From an optimization exercise on the open Yosys and OpenROAD flow, aimed at small area, a short achievable clock period and few clock cycles; shortcuts taken in it are not production practice.
Function was checked by simulation only, so behaviour that the tests miss may differ from the original.
Power is estimated from default activity; no workload was simulated. The clock port is modelled as an ideal driver; clocking choices that lean on that would not hold on a real chip.

## the previous run
==> flow/design.v <==
`default_nettype none
package strm_pkg;
  typedef logic [128-1:0] data_t;
  typedef logic [32-1:0] addr_t;
  typedef logic [32-1:0]  len_t;
  typedef logic [8-1:0]  tag_t;
  typedef logic [$clog2(256):0]                  req_len_t;   
  typedef logic [32-$clog2(16)-1:0]     beat_cnt_t;  
  typedef logic [$clog2(16)-1:0]                chunk_cnt_t;  
  typedef enum logic [2:0] {
    IDLE,
    REQ_A,
    WAIT_A_ACK,
    REQ_B,
    WAIT_B_ACK,
    WAIT_DONE,
    DRAIN
  } seq_state_t;
endpackage
`default_nettype wire
`timescale 1ns/100ps
`default_nettype none
module sys_user_stream_top
(
  input  logic     clk_i,
  input  logic     rst_n,
  input  logic     strm_en_i,
  input  strm_pkg::addr_t    dma_src_addr_i,
  input  strm_pkg::len_t     dma_len_i,
  output logic     dma_done_o,
  input  logic     dma_done_ack_i,
  output logic     dma_rd_req_o,
  output strm_pkg::addr_t    dma_rd_req_addr_o,
  output strm_pkg::req_len_t dma_rd_req_len_o,
  output strm_pkg::tag_t     dma_tag_o,
  input  logic     dma_req_ack_i,
  input  logic     dma_data_valid_i,
  input  strm_pkg::tag_t     dma_tag_i,
  input  strm_pkg::data_t    dma_data_i,
  output logic     stream_valid_o,
  input  logic     stream_ready_i,
  output strm_pkg::data_t    stream_data_o
);
  localparam int NS = 16;         
  localparam logic [NS-1:0] INJ = 16'hC101;     
  logic          act;         
  logic          pend;        
  logic [12:0]   full_left;   
  logic          fl_nz;       
  logic          fl_one;      
  logic [3:0]    tail;        
  logic [4:0]    room;        
  logic          tagb;        
  logic [4:0]    len_b;       
  logic [4:0]    out;         
  logic          out0;        
  logic          out1;        
  strm_pkg::data_t stg [NS];
  logic [NS-1:0] v;           
  logic [4:0]    occ;         
  logic          fit0;        
  logic          fitp;        
  logic          fitm;        
  logic [NS-1:0] full_up;     
  logic [NS-1:0] v_n;
  logic [NS-1:0] fu_n;
  logic [NS-1:0] stuck;       
  logic [NS-1:0] adv;         
  logic [NS-1:0] low_empty;   
  logic [NS-1:0] sel;         
  logic [NS-1:0] inj;         
  logic          start;
  logic [4:0]    nlen;
  logic          fl_nz_n;
  logic          out_free;
  logic          present;
  logic          acc;
  logic          hit;
  logic          take;
  logic [4:0]    room_n;
  logic [4:0]    room_st;
  logic [4:0]    fit_r;
  logic [4:0]    fit_s;
  logic [4:0]    fit_k;
  logic [5:0]    occ_t;
  assign start    = strm_en_i && !act && !dma_done_o;
  assign acc      = dma_rd_req_o && dma_req_ack_i;
  assign hit      = dma_data_valid_i && (dma_tag_i[7:2] == '0) && (dma_tag_i[1] != dma_tag_i[0]);
  assign out_free = out0 || (out1 && hit);
  assign take     = stream_valid_o && stream_ready_i;
  assign present  = hit ? (pend && !dma_rd_req_o && (out0 || out1) && (take ? fit0 : fitp))
                        : (pend && !dma_rd_req_o && out0 && (take ? fitm : fit0));
  assign nlen     = fl_nz ? 5'd16 : {1'b0, tail};
  assign fl_nz_n  = fl_nz && !fl_one;               
  assign dma_rd_req_len_o = {len_b, 4'b0};
  assign dma_tag_o        = {6'b0, tagb, !tagb};
  always_ff @(posedge clk_i)
  begin
    if (!rst_n)
    begin
      act          <= 1'b0;
      pend         <= 1'b0;
      dma_done_o   <= 1'b0;
      dma_rd_req_o <= 1'b0;
      out          <= '0;
      out0         <= 1'b1;
      out1         <= 1'b0;
    end
    else
    begin
      if (start)
      begin
        dma_rd_req_addr_o <= dma_src_addr_i;
        act               <= (dma_len_i[20:4] != '0);
        pend              <= (dma_len_i[20:4] != '0);
        dma_done_o        <= (dma_len_i[20:4] == '0);   
        tagb              <= 1'b1;                      
        full_left         <= dma_len_i[20:8];
        fl_nz             <= (dma_len_i[20:8] != '0);
        fl_one            <= (dma_len_i[20:8] == 13'd1);
        tail              <= dma_len_i[7:4];
      end
      else if (acc)
        dma_rd_req_addr_o[31:8] <= dma_rd_req_addr_o[31:8] + 24'd1;
      if (present)
      begin
        dma_rd_req_o <= 1'b1;
        tagb         <= !tagb;
        len_b        <= nlen;
        out          <= nlen;
        out0         <= 1'b0;
        out1         <= (nlen == 5'd1);
        if (fl_nz)
        begin
          full_left <= full_left - 13'd1;
          fl_nz     <= fl_nz_n;
          fl_one    <= (full_left == 13'd2);
          pend      <= fl_nz_n || (tail != '0);
        end
        else
          pend      <= 1'b0;
      end
      else
      begin
        if (acc)
          dma_rd_req_o <= 1'b0;
        if (hit)
        begin
          out  <= out - 5'd1;
          out0 <= out1;
          out1 <= (out == 5'd2);
        end
      end
      if (act && !pend && !dma_rd_req_o && out_free)
      begin
        act        <= 1'b0;
        dma_done_o <= 1'b1;
      end
      if (dma_done_o && !strm_en_i && dma_done_ack_i)
        dma_done_o <= 1'b0;
    end
  end
  assign room_n    = (present && fl_nz) ? (fl_nz_n ? 5'd0 : 5'd16 - {1'b0, tail}) : room;
  assign room_st   = (dma_len_i[20:8] != '0) ? 5'd0 : 5'd16 - {1'b0, dma_len_i[7:4]};
  assign occ_t = {1'b0, occ} + {2'b0, dma_len_i[7:4]};
  always_comb
  begin
    for (int k = 0; k < 5; k++)
    begin
      fit_r[k] = ({1'b0, occ} + 6'(k)) <= ({1'b0, room} + 6'd2);
      if (dma_len_i[20:8] != '0)
        fit_s[k] = ({1'b0, occ} + 6'(k)) <= 6'd2;
      else
        fit_s[k] = occ_t <= 6'(18 - k);
    end
    fit_k = start ? fit_s : fit_r;
  end
  always_ff @(posedge clk_i)
  begin
    if (!rst_n)
    begin
      occ  <= '0;
      room <= '0;
      fit0 <= 1'b1;
      fitp <= 1'b0;
      fitm <= 1'b1;
    end
    else
    begin
      occ  <= occ + 5'(hit) - 5'(take);
      room <= start ? room_st : room_n;
      if (hit && !take)
      begin
        fit0 <= fit_k[3];
        fitp <= fit_k[4];
        fitm <= fit_k[2];
      end
      else if (take && !hit)
      begin
        fit0 <= fit_k[1];
        fitp <= fit_k[2];
        fitm <= fit_k[0];
      end
      else
      begin
        fit0 <= fit_k[2];
        fitp <= fit_k[3];
        fitm <= fit_k[1];
      end
    end
  end
  assign stream_valid_o = v[NS-1];
  assign stream_data_o  = stg[NS-1];
  always_comb
  begin
    for (int i = 0; i < NS; i++)
      stuck[i] = full_up[i] && !stream_ready_i;
    for (int i = 0; i < NS-1; i++)
      adv[i] = v[i] && !stuck[i+1];
    adv[NS-1] = take;
    low_empty[0] = 1'b1;
    for (int i = 1; i < NS; i++)
      low_empty[i] = low_empty[i-1] && !v[i-1];
    sel = '0;
    for (int i = 0; i < NS; i++)
      if (INJ[i] && low_empty[i] && (!v[i] || adv[i]))
        sel = NS'(1) << i;
    inj = sel & {NS{hit}};
  end
  always_ff @(posedge clk_i)
  begin
    for (int i = 0; i < NS; i++)
      if (inj[i] || (i > 0 && adv[i > 0 ? i-1 : 0]))
        stg[i] <= (i == 0 || (INJ[i] && low_empty[i])) ? dma_data_i : stg[i > 0 ? i-1 : 0];
  end
  always_comb
  begin
    for (int i = 0; i < NS; i++)
      v_n[i] = stuck[i] || inj[i] || (i > 0 && adv[i > 0 ? i-1 : 0]);
    fu_n[NS-1] = v_n[NS-1];
    for (int i = NS-2; i >= 0; i--)
      fu_n[i] = v_n[i] && fu_n[i+1];
  end
  always_ff @(posedge clk_i)
  begin
    if (!rst_n)
    begin
      v       <= '0;
      full_up <= '0;
    end
    else
    begin
      v       <= v_n;
      full_up <= fu_n;
    end
  end
endmodule
`default_nettype wire
clock: 5.5 ns
lec_check: 0
cap_margin: 20
core_margin: 2
core_utilization: 55
setup_slack_margin: 3.0
slew_margin: 20
tns_end_percent: 20
standard.sh (not shown) runs the stock make flow with config.mk's settings and CLKGATE_MAP_FILE= SYNTH_SCRIPT=/design/flow/synth_recipe.tcl, a recipe that flattens the netlist after the stock synthesis.
==> flow/flow/run.sh <==
#!/bin/bash
# Layout flow: the standard ORFS flow (standard.sh), with
#  - port buffers made of buf_2 cells instead of the slow delay-buffer cell
#    buffer_ports picks by default (every port still gets its buffer);
#  - clock tree synthesis without dummy loads and with larger sink clusters.
# Each step's full log is in orfs/logs/; make's own output goes to flow_make.log.
set -euo pipefail
export BUFFER_PORTS_ARGS="-buffer_cell sky130_fd_sc_hd__buf_2"
export CTS_ARGS="-sink_clustering_enable -repair_clock_nets -dont_use_dummy_load -sink_clustering_size 30 -sink_clustering_max_diameter 100"
bash standard.sh finish > flow_make.log 2>&1
Testbench counts of the previous run, summed over its fixed seeds: cycles 32,940.
Setup changes, the previous run to the current run
Settings: TNS_END_PERCENT now 5, was 20.
Findings:
The current run vs the previous run, capture point of the worst path: fitp vs stg[15][17]
The number of DRC violations after detailed-routing iteration 0 of the current run is higher than that of the previous run.
Note that the met3 wire length recorded for the current run amounts to 0.943 times the value seen in the previous run.
Delta (the current run minus the previous run): power density over the cells roughly the same; post-layout minimum cycle time decreased by 0.071 ns relative to the old numbers.
A cell with the biggest individual delay on the critical path of fa_2 is what the current run shows, while buf_6 belongs to the previous run.
Taking the previous run as the reference point, the met1 demand-to-capacity share in global routing of the current run rises by 0.47 points.
The register-to-register slack of the current run exceeds that of the previous run by 0.03 ns.
[compare] base=the previous run new=the current run: sequential share of cell area level, wire length moved up, routability congestion estimate shows an increase of 0.0084.
The current run improves on the previous run in smallest setup slack after layout.
Comparing the previous run against the current run, there is no change at all in count of clock-buffer cells in the layout.

## afterwards: timing with drivers on the ports
Ports are ideal in the flow. The routed layouts listed here were re-timed in OpenROAD.
Step 1 sets driving cells, clkbuf_16 on the clock port and buf_2 on the other inputs (assumed; they add their load-dependent delay and slew).
Step 2 also shifts input and output timing later by t, the mid clock arrival at the registers, as if the neighbouring blocks saw the same clock.
a / b / c = ideal ports / drivers / drivers and shift; a / b = the first two.
run | shift t [ns] | setup slack, ns | hold slack, ns | clock arrival spread, ns | slew at the worst register clock pin (ns)
the previous run | 0.757 | 2.778 / 2.816 / 2.059 | 0.396 / 0.396 / 0.396 | 0.084 / 0.084 | 0.12 / 0.12
the current run | 0.750 | 2.849 / 2.892 / 2.149 | 0.395 / 0.395 / 0.395 | 0.104 / 0.104 | 0.11 / 0.11
After both steps setup and hold are still met in every run listed. The setup slack of the previous run, which loses most, moves by +0.038 ns with the drivers and by -0.719 ns with both steps.
